Source: an optimization exercise on an open RTL-to-GDS flow (aim: small area and few clock cycles per item). Production flows keep margins and buffers that such runs may drop.
Only simulation tests tie the RTL to the original design; equivalence was not proved.

==> run A <==
Design reshapeConcatTop, start of the top module:
module reshapeConcatTop
(
    input  logic         clk,
    input  logic         arstN,
    input  logic         start,
    input  logic [31:0]  reg4,
    input  logic [31:0]  reg5,
    input  logic [31:0]  reg6,
    input  logic [31:0]  reg7,
    input  logic [31:0]  reg8,
    input  logic [31:0]  reg9,
    input  logic         inValid,
    input  logic signed [7:0]         inData,
    input  logic         outCredit,
    output logic         inCredit,
    output logic         outValid,
    output logic signed [7:0]         outData,
    output logic         busy,
    output logic         done
);
    logic                            launch;
    logic [1:0]                      rdPtr;
    logic [1:0]                      wrPtr;
    logic                            popEmit;
    logic                            curSrc;
    logic                            adv;
    logic                            s1Valid;
    logic signed [15:0]              zeroPoint1;
    logic signed [15:0]              zeroPoint2;
    logic [23-1:0]  scaleLo1;
    logic [23-1:0]  scaleLo2;
    logic                            magHi1;
    logic                            magHi2;
    logic                            neg1;
    logic                            neg2;
    reshapeInstrLatch u_instrLatch (
        .clk        (clk),
        .launch     (launch),
        .reg6       (reg6),
        .reg7       (reg7),
        .reg8       (reg8),
        .reg9       (reg9),
        .zeroPoint1 (zeroPoint1),
        .zeroPoint2 (zeroPoint2),
        .scaleLo1   (scaleLo1),
        .scaleLo2   (scaleLo2),
        .magHi1     (magHi1),
  ...
Settings: LEC_CHECK=0, CAP_MARGIN=20, CORE_MARGIN=2, CORE_UTILIZATION=40, CTS_BUF_LIST=sky130_fd_sc_hd__clkbuf_4, CTS_CLUSTER_SIZE=30, SLEW_MARGIN=20, SYNTH_HIERARCHICAL=1, SYNTH_MINIMUM_KEEP_SIZE=0; clock period 9.0 ns.
run.sh (not shown) runs the stock make flow with config.mk's settings and CLKGATE_MAP_FILE= SYNTH_SCRIPT=/design/flow/synth_recipe.tcl, a recipe that flattens the netlist after the stock synthesis.
==> inputs of run P, as changes to run A <==
--- a/flow/design.v
+++ b/flow/design.v
@@ -118,24 +118,24 @@
     assign adv     = s1Valid && ((outCred != '0) || outCredit);
     assign s1Free  = !s1Valid || adv;
     assign emit    = (rowsOutLeft != '0);
     assign pop     = busy && !lastPend && parked && (!emit || s1Free);
     assign popEmit = pop && emit;
     assign s1Next  = popEmit || (s1Valid && !adv);
+    assign lastPend = (rowsInLeft == '0);
     assign chEnd   = (chLeft == ChW'(1));
     assign rowEnd  = chEnd && (curSrc || (chRam == '0));
     assign popLast = pop && rowEnd && (rowsInLeft == RowW'(1));
     always_ff @(posedge clk or negedge arstN) begin
         if (!arstN) begin
             wp       <= '0;
             rp       <= '0;
             inCredit <= 1'b0;
             outCred  <= 3'(4);
             busy     <= 1'b0;
             done     <= 1'b0;
-            lastPend <= 1'b0;
         end else begin
             if (inValid) wp <= wp + 1'b1;
             if (pop) rp <= rp + 1'b1;
             inCredit <= pop;
             if (adv && !outCredit) begin
                 outCred <= outCred - 1'b1;
@@ -146,15 +146,12 @@
             if (launch) begin
                 busy <= !emptyJob;
                 done <= emptyJob;
             end else if (busy && (lastPend || popLast) && !s1Next) begin
                 busy     <= 1'b0;
                 done     <= 1'b1;
-                lastPend <= 1'b0;
-            end else if (popLast) begin
-                lastPend <= 1'b1;
             end
         end
     end
     always_ff @(posedge clk) begin
         if (launch) begin
             chIn        <= jChIn;
@@ -1570,13 +1567,13 @@
     assign sumN = treeA + treeB + QW'(1);
     assign q    = ~sumN;
     assign mq   = q[QW-1:16];
     assign sat  = bigSat || mq[8] || mq[7];
     assign res  = sat ? (neg ? 8'h80 : 8'h7f) : (neg ? 8'(-mq[7:0]) : mq[7:0]);
     always_ff @(posedge clk) begin
-        if (adv) outData <= res;
+        outData <= res;
     end
 endmodule
 module csaFa
 (
     input  logic a,
     input  logic b,
==> flow/flow/run.sh (new file) <==
#!/bin/bash
# The standard layout, with the smallest buffer on every input and output port.
set -euo pipefail
bash standard.sh "BUFFER_PORTS_ARGS=-buffer_cell sky130_fd_sc_hd__buf_1" finish > make_finish.log 2>&1
==> flow/standard.sh (new file) <==
#!/bin/bash
# synth_recipe.tcl (not shown) runs the flow's synth.tcl, then flattens the netlist and writes it again
# the make line also repeats each setting of config.mk as NAME=value (left out here)
make -C /OpenROAD-flow-scripts/flow DESIGN_CONFIG=/design/flow/config.mk WORK_HOME=/design/flow/orfs CLKGATE_MAP_FILE= SYNTH_SCRIPT=/design/flow/synth_recipe.tcl "${@:-finish}"
CAP_MARGIN = 0   (was 20)
CORE_UTILIZATION = 75   (was 40)
CTS_BUF_LIST = sky130_fd_sc_hd__clkbuf_8 sky130_fd_sc_hd__clkbuf_16   (was sky130_fd_sc_hd__clkbuf_4)
CTS_CLUSTER_DIAMETER = 60   (was default)
CTS_CLUSTER_SIZE = 25   (was 30)
SLEW_MARGIN = 0   (was 20)
removed: flow/run.sh
==> comparison <==
Run A completed without violations. Run P produced a clean layout. Against run P, the fmax of run A is larger by about 1.7%. Against run P, the clock-buffer cell count of run A is higher by 65. Of run A and run P, run P has the higher utilization (gap 34 points). In run P the register-to-register slack is worse than in run A, by 0.14 ns. Against run P, the cell count of run A is higher by 16%.
==> figures <==
metric                                                                               run A                        run P
Result of the run                                         no timing/DRC/antenna violations  no timing/DRC/antenna violations
Number of inserted diodes                                                                6                            4
Source of the worst register-to-register timing path             u_requant.s1Src$_DFFE_PP_  u_instrLatch.neg2$_DFFE_PP_
Synthesized-area fraction occupied by ao, oa, aoi and oai cells                     0.0718                       0.0830
Sequential fraction of total cell area                                               0.297                        0.317
Transition time of the tightest slew-check pin                                     1.15 ns                      1.31 ns
Fraction of the mapped netlist area in adder cells                                   0.305                        0.305
Register-to-register setup slack                                                   0.68 ns                      0.54 ns
Number of vias per cell after detailed routing                                        5.23                         6.31
Fraction of registers with async set/reset                                          0.0721                       0.0676
Area of all sequential standard cells                                             6170 um2                     6070 um2
Origin of the worst setup path                                   u_requant.s1Src$_DFFE_PP_  u_instrLatch.neg2$_DFFE_PP_
Dpl hpwl                                                                         32,700 um                    30,800 um
WL per Instance                                                                    18.6 um                      20.3 um
Setup Skew                                                                       0.0799 ns                    0.0284 ns
Met1 routing resource usage after global routing                                     0.259                        0.423
Testbench counts of run A, summed over its fixed seeds: cycles 38,898, items 34,023.
Testbench counts of run P, summed over its fixed seeds: cycles 38,898, items 34,023.

port drivers added, routing unchanged:
In the flow no input, the clock included, has a driving cell. The finished layouts below were timed again as built, in two steps.
Step 1 assumes that a clkbuf_16 drives the clock port and a buf_2 every other input.
Step 2 moves the port delays by t, midway between the first and last clock arrival at a register: inputs arrive t later, outputs are due t later. That takes back most of the time a late clock gives input paths.
a / b / c = no drivers / after step 1 / after step 2; a / b = the first two.
run | shift t [ns] | setup WS [ns] | latest minus earliest clock arrival (ns) | cell pins on the clock port's net
run A | 0.798 | 0.679 / 0.679 / 0.679 | 0.082 / 0.082 | 1
run P | 0.525 | 0.536 / 0.536 / 0.536 | 0.029 / 0.028 | 1
After both steps setup and hold are still met in every run listed.
